This design comes from an exercise in tuning for small area, a short achievable clock period and few clock cycles per item on the open sky130 flow, not from production work. The RTL was checked by simulation tests, not by an equivalence proof against the original design. Power and IR drop assume default switching activity.

## v47
==> flow/design.v <==
package gzb_pkg;
  localparam int GRID_COLS  = 4;
  localparam int GRID_ROWS  = 4;
  localparam int ZONE_COUNT = GRID_COLS * GRID_ROWS;
  localparam int FILL_W     = 9;     
  localparam int SCR_W      = 12;
  localparam int ZS_W       = SCR_W - 2;    
  localparam int COORD_W    = 14;
  localparam logic [SCR_W-1:0] SCR_W_RESET = SCR_W'(800);
  localparam logic [SCR_W-1:0] SCR_H_RESET = SCR_W'(600);
  localparam logic OP_CLEAR  = 1'b0;
  localparam logic OP_INSERT = 1'b1;
endpackage
import gzb_pkg::*;
module gzb_lanes (
  input  logic [gzb_pkg::ZS_W-1:0]   zs,
  input  logic [11:0]                b3,
  input  logic [11:0]                u,
  input  logic                       oor,
  output logic [3:0]                 hit
);
  logic [11:0] b [5];
  logic [4:0]  lt, le;
  assign b[0] = 12'd0;
  assign b[1] = 12'(zs);
  assign b[2] = {1'b0, zs, 1'b0};
  assign b[3] = b3;
  assign b[4] = {zs, 2'b00};
  always_comb begin
    for (int k = 0; k < 5; k++) begin
      lt[k] = u < b[k];
      le[k] = u <= b[k];
    end
    for (int k = 0; k < 4; k++)
      hit[k] = !oor && !lt[k] && le[k+1];
  end
endmodule
import gzb_pkg::*;
module grid_zone_binning (
  input  logic                           clk,
  input  logic                           rst_n,
  input  logic                           in_tvalid,
  output logic                           in_tready,
  input  logic [55:0]                    in_tdata,
  input  logic                           in_tuser,
  output logic                           out_tvalid,
  input  logic                           out_tready,
  output logic [15:0]                    out_tdata,
  output logic [1:0]                     out_tuser,
  output logic                           out_tlast,
  input  logic                           cfg_valid,
  output logic                           cfg_ready,
  input  logic [0:0]                     cfg_index,
  input  logic [11:0]                    cfg_data
);
  logic [ZS_W-1:0] zw_r, zh_r;
  logic [11:0]     bw3_r, bh3_r, b3_new;
  logic        rdy_r, rv_r, rop_r;
  logic [3:0]  rc0_r, rr0_r;
  logic [12:0] rx1_r, ry1_r;    
  logic [3:0]  c0_hit, r0_hit, c1_hit, r1_hit;
  logic [13:0] x1, y1;
  logic        acc;
  logic [3:0]  col_hit, row_hit;
  logic        f1v, f2v, f1op, f2op;
  logic [3:0]  f1r, f1c, f2r, f2c;
  logic        hv, hop;
  logic [3:0]  hr, hc, hcl;
  logic [3:0]  rsel, csel;
  logic        step, pop, popd, last, last_c, hit;
  logic        f1_ld, f2_ld;
  logic [2:0]  n_all;
  logic [3:0]  zone;
  logic        pv_r, phit_r, plast_r, pclr_r;
  logic [3:0]  pzone_r;
  logic [15:0] sel, sel_r, we;
  logic [8:0]  fs_raw, fs, inc;
  logic        same;
  logic [8:0]  fill_r [ZONE_COUNT];
  logic        fclr;
  logic [8:0]  fbus;
  logic        ov_r, oclr_r, wpend_r;
  logic [14:0] res, o_r;         
  assign cfg_ready = 1'b1;
  assign in_tready = rdy_r;
  assign acc       = in_tvalid && rdy_r;
  assign b3_new = 12'(cfg_data[SCR_W-1:2]) + {1'b0, cfg_data[SCR_W-1:2], 1'b0};
  always_ff @(posedge clk) begin
    if (!rst_n) begin
      zw_r  <= SCR_W_RESET[SCR_W-1:2];
      zh_r  <= SCR_H_RESET[SCR_W-1:2];
      bw3_r <= 12'(3 * (SCR_W_RESET / 4));
      bh3_r <= 12'(3 * (SCR_H_RESET / 4));
    end else if (cfg_valid) begin
      if (cfg_index == 1'b0) begin
        zw_r  <= cfg_data[SCR_W-1:2];
        bw3_r <= b3_new;
      end else begin
        zh_r  <= cfg_data[SCR_W-1:2];
        bh3_r <= b3_new;
      end
    end
  end
  assign x1 = {in_tdata[20], in_tdata[20:8]} + 14'(in_tdata[42:34]);
  assign y1 = {in_tdata[33], in_tdata[33:21]} + 14'(in_tdata[51:43]);
  gzb_lanes u_c0 (.zs(zw_r), .b3(bw3_r), .u(in_tdata[19:8]),  .oor(in_tdata[20]), .hit(c0_hit));
  gzb_lanes u_r0 (.zs(zh_r), .b3(bh3_r), .u(in_tdata[32:21]), .oor(in_tdata[33]), .hit(r0_hit));
  always_ff @(posedge clk) begin
    rop_r <= in_tuser;
    rc0_r <= c0_hit;
    rr0_r <= r0_hit;
    rx1_r <= {x1[13] | x1[12], x1[11:0]};
    ry1_r <= {y1[13] | y1[12], y1[11:0]};
  end
  gzb_lanes u_c1 (.zs(zw_r), .b3(bw3_r), .u(rx1_r[11:0]), .oor(rx1_r[12]), .hit(c1_hit));
  gzb_lanes u_r1 (.zs(zh_r), .b3(bh3_r), .u(ry1_r[11:0]), .oor(ry1_r[12]), .hit(r1_hit));
  assign col_hit = rc0_r | c1_hit;
  assign row_hit = rr0_r | r1_hit;
  always_comb begin
    rsel = '0;
    csel = '0;
    for (int i = 3; i >= 0; i--) begin
      if (hr[i])  rsel = 4'(1) << i;
      if (hcl[i]) csel = 4'(1) << i;
    end
    for (int r = 0; r < 4; r++)
      for (int c = 0; c < 4; c++)
        sel[4*r+c] = rsel[r] && csel[c] && hit;
  end
  assign hit    = hv && hop && (hr != '0) && (hc != '0);
  assign last_c = (hcl & ~csel) == '0;
  assign last   = !hit || (last_c && ((hr & ~rsel) == '0));
  assign zone   = hit ? {rsel[3] | rsel[2], rsel[3] | rsel[1],
                         csel[3] | csel[2], csel[3] | csel[1]} : 4'd0;
  assign step   = !ov_r || out_tready;
  assign pop    = !hv || (step && last);
  assign popd   = hv && step && last;
  always_ff @(posedge clk) begin
    if (!rst_n) begin
      pv_r <= 1'b0;
    end else if (step) begin
      pv_r <= hv;
    end
  end
  always_ff @(posedge clk) begin
    if (step) begin
      phit_r  <= hit;
      plast_r <= last;
      pclr_r  <= hop == OP_CLEAR;
      pzone_r <= zone;
      sel_r   <= sel;
    end
  end
  always_comb begin
    fs_raw = '0;
    for (int z = 0; z < ZONE_COUNT; z++)
      fs_raw = fs_raw | ({9{sel_r[z]}} & fill_r[z]);
  end
  assign inc  = o_r[14] ? 9'd256 : ({1'b0, o_r[11:4]} + 9'd1);
  assign same = phit_r && ov_r && o_r[13] && (o_r[3:0] == pzone_r);
  assign fs   = (ov_r && oclr_r) ? 9'd0 : (same ? inc : fs_raw);
  assign res  = {fs[8], phit_r, plast_r, fs[7:0], pzone_r};
  always_comb begin
    for (int z = 0; z < ZONE_COUNT; z++)
      we[z] = wpend_r && o_r[13] && !o_r[14] && (o_r[3:0] == 4'(z));
  end
  assign f1_ld = popd ? (f2v || (rv_r && f1v)) : (rv_r && hv && !f1v);
  assign f2_ld = rv_r && (popd ? f2v : (f1v && !f2v));
  assign n_all = 3'(hv) + 3'(f1v) + 3'(f2v) + 3'(rv_r);
  always_ff @(posedge clk) begin
    if (!rst_n) begin
      hv  <= 1'b0;
      f1v <= 1'b0;
      f2v <= 1'b0;
    end else begin
      hv  <= pop ? (f1v || rv_r) : 1'b1;
      f1v <= pop ? (f2v || (f1v && rv_r)) : (f1v || (hv && rv_r));
      f2v <= pop ? (f2v && rv_r) : (f2v || (f1v && rv_r));
    end
  end
  always_ff @(posedge clk) begin
    if (pop) begin
      if (f1v) begin
        hop <= f1op;
        hr  <= f1r;
        hc  <= f1c;
        hcl <= f1c;
      end else begin
        hop <= rop_r;
        hr  <= row_hit;
        hc  <= col_hit;
        hcl <= col_hit;
      end
    end else if (step) begin
      if (last_c) begin
        hr  <= hr & ~rsel;
        hcl <= hc;
      end else begin
        hcl <= hcl & ~csel;
      end
    end
    if (f1_ld) begin
      f1op <= f2v ? f2op : rop_r;
      f1r  <= f2v ? f2r  : row_hit;
      f1c  <= f2v ? f2c  : col_hit;
    end
    if (f2_ld) begin
      f2op <= rop_r;
      f2r  <= row_hit;
      f2c  <= col_hit;
    end
  end
  always_ff @(posedge clk) begin
    if (!rst_n) begin
      rv_r  <= 1'b0;
      rdy_r <= 1'b0;
    end else begin
      rv_r  <= acc;
      if (acc) rdy_r <= popd ? (n_all <= 3'd2) : (n_all <= 3'd1);
      else     rdy_r <= popd ? (n_all <= 3'd3) : (n_all <= 3'd2);
    end
  end
  assign fclr = !rst_n || (wpend_r && oclr_r);
  assign fbus = inc & {9{!fclr}};
  always_ff @(posedge clk) begin
    for (int z = 0; z < ZONE_COUNT; z++)
      if (we[z] || fclr) fill_r[z] <= fbus;
  end
  always_ff @(posedge clk) begin
    if (!rst_n) begin
      ov_r    <= 1'b0;
      wpend_r <= 1'b0;
    end else begin
      if (step) ov_r <= pv_r;
      wpend_r <= step && pv_r;
    end
  end
  always_ff @(posedge clk) begin
    if (step) begin
      o_r    <= res;
      oclr_r <= pclr_r;
    end
  end
  assign out_tvalid = ov_r;
  assign out_tdata  = {4'b0000, o_r[11:0]};
  assign out_tuser  = {o_r[14], o_r[13]};
  assign out_tlast  = o_r[12];
endmodule
Settings: LEC_CHECK=0, ABC_CLOCK_PERIOD_IN_PS=2300, CAP_MARGIN=20, CORE_MARGIN=2, CORE_UTILIZATION=40, CTS_BUF_LIST=sky130_fd_sc_hd__clkbuf_8, CTS_CLUSTER_DIAMETER=70, CTS_CLUSTER_SIZE=17, PLACE_DENSITY=0.6, SETUP_SLACK_MARGIN=3.6, SLEW_MARGIN=20, TNS_END_PERCENT=10; clock period 6.0 ns.
standard.sh (not shown) runs the stock make flow with config.mk's settings and CLKGATE_MAP_FILE= SYNTH_SCRIPT=/design/flow/synth_recipe.tcl, a recipe that flattens the netlist after the stock synthesis.
==> flow/flow/run.sh <==
#!/bin/bash
# standard layout, with plain buffers (not delay cells) on the ports
set -o pipefail
export BUFFER_PORTS_ARGS="-buffer_cell sky130_fd_sc_hd__buf_2"
bash standard.sh > standard.log 2>&1
v47 completed every stage of the flow, and the final layout passed the timing, DRC and antenna checks.
Testbench counts of v47, summed over its fixed seeds: cycles 8,777, items 4,800.
Input changes introduced in v15 (baseline for comparison: v47):
==> flow/config.mk <==
export PLATFORM = sky130hd
export DESIGN_NAME = grid_zone_binning
export DESIGN_NICKNAME = grid_zone_binning
export VERILOG_FILES = /design/flow/design.v
export SDC_FILE = /design/flow/constraint.sdc
export NUM_CORES = 4
export LEC_CHECK = 0
export ABC_CLOCK_PERIOD_IN_PS = 2300
export CAP_MARGIN = 20
export CORE_MARGIN = 2
export CORE_UTILIZATION = 55
export CTS_BUF_LIST = sky130_fd_sc_hd__clkbuf_8
export CTS_CLUSTER_DIAMETER = 60
export CTS_CLUSTER_SIZE = 14
export PLACE_DENSITY = 0.7
export SETUP_SLACK_MARGIN = 3.5
export SLEW_MARGIN = 20
### Flow results
- Final critical path time including I/O delays and setup: v47 and v15 compared, higher one is v15
- Looking at sequential share of power across v47 and v15, the one that comes out lower is v15.
- Looking at master of the slowest instance on the critical path, the sky130_fd_sc_hd__edfxtp_1 result is from v47; the sky130_fd_sc_hd__a221oi_1 one comes from v15.
- Looking at v47 and v15, the depth of the worst register-to-register path is a wash.
- STATUS routed wire length: v15 wins against v47
- Measured against each other, v47 and v15 differ in final weighted congestion in routability-driven placement, the higher figure coming from v15.
For v5, these inputs were changed with respect to v15:
==> flow/config.mk <==
export PLATFORM = sky130hd
export DESIGN_NAME = grid_zone_binning
export DESIGN_NICKNAME = grid_zone_binning
export VERILOG_FILES = /design/flow/design.v
export SDC_FILE = /design/flow/constraint.sdc
export NUM_CORES = 4
export LEC_CHECK = 0
export ABC_CLOCK_PERIOD_IN_PS = 2000
export CAP_MARGIN = 20
export CORE_MARGIN = 2
export CORE_UTILIZATION = 40
export CTS_BUF_LIST = sky130_fd_sc_hd__clkbuf_8
export CTS_CLUSTER_DIAMETER = 60
export CTS_CLUSTER_SIZE = 14
export PLACE_DENSITY = 0.6
export SETUP_SLACK_MARGIN = 3.5
export SLEW_MARGIN = 20
Notes after the runs:
- Going from v15 to v5, area inside the core boundary increased by 0.011 sq mm relative to the old numbers; worst setup slack increased by 0.060 ns relative to the old numbers; die area increased by about 37% relative to the old numbers; post-DP HPWL increased by about 5% relative to the old numbers; clock transition at the registers of the reported paths closely matched the old numbers.
- v15 vs v5, cell at the slowest stage of the critical path: sky130_fd_sc_hd__a221oi_1 vs sky130_fd_sc_hd__edfxtp_1
- v5 ends up with a path length in cells of the critical path that is 7 lower than in v15.
- Taking v15 as 1.0, v5 lands at 1.17 on overall die height.
- Of the two values seen for top layer reached by signal wires, met5 was produced by v15 and met4 by v5.
> inputs changed (v5 -> v56)
==> flow/config.mk <==
export PLATFORM = sky130hd
export DESIGN_NAME = grid_zone_binning
export DESIGN_NICKNAME = grid_zone_binning
export VERILOG_FILES = /design/flow/design.v
export SDC_FILE = /design/flow/constraint.sdc
export NUM_CORES = 4
export LEC_CHECK = 0
export ABC_CLOCK_PERIOD_IN_PS = 2300
export CAP_MARGIN = 20
export CORE_MARGIN = 2
export CORE_UTILIZATION = 40
export CTS_BUF_LIST = sky130_fd_sc_hd__clkbuf_8
export CTS_CLUSTER_DIAMETER = 70
export CTS_CLUSTER_SIZE = 17
export PLACE_DENSITY = 0.6
export SETUP_SLACK_MARGIN = 3.5
export SLEW_MARGIN = 20
export TNS_END_PERCENT = 10
- Diff v5 -> v56 | post-layout instance area | down by a few percent
- In the metrics for v56 and v5, the one carrying the lower layout overhead on the synthesized area is v56.
- v5 ended up with more cell instances than v56 did.
- Between v56 and v5, the number of global-route vias before repair figures differ only marginally.
- The count of clock-buffer cells in the layout of v56 falls short of that of v5 by 5.

[port drivers added, routing unchanged]
How much do the figures lean on ideal ports? The routed layouts below were timed once more, with nothing changed but the port constraints.
Step 1: set_driving_cell puts a clkbuf_16 on clk and a buf_2 on each other input, an assumption about the parent block.
Step 2 times the ports against the registers' clock, not the clock port: input delays grow and output delays shrink by t, the midpoint of the rising clock arrivals with the driver on.
Three values: no drivers, after step 1, after step 2; two values: the first two.
| run | shift t [ns] | slack for setup (ns) | latest minus earliest clock arrival (ns) | worst register clock-pin slew, ns | worst slew at a driven data input, ns |
|---|---|---|---|---|---|
| v47 | 0.654 | 3.466 / 3.416 / 2.851 | 0.019 / 0.018 | 0.11 / 0.11 | 0.04 |
| v15 | 0.637 | 3.444 / 3.473 / 2.836 | 0.030 / 0.030 | 0.09 / 0.09 | 0.04 |
| v5 | 0.655 | 3.503 / 3.451 / 2.912 | 0.026 / 0.025 | 0.10 / 0.10 | 0.05 |
| v56 | 0.643 | 3.385 / 3.367 / 2.816 | 0.026 / 0.026 | 0.11 / 0.11 | 0.05 |
After both steps every run listed still meets setup and hold. The setup slack of v47, which loses most, moves by -0.050 ns with the drivers and by -0.615 ns with both steps.
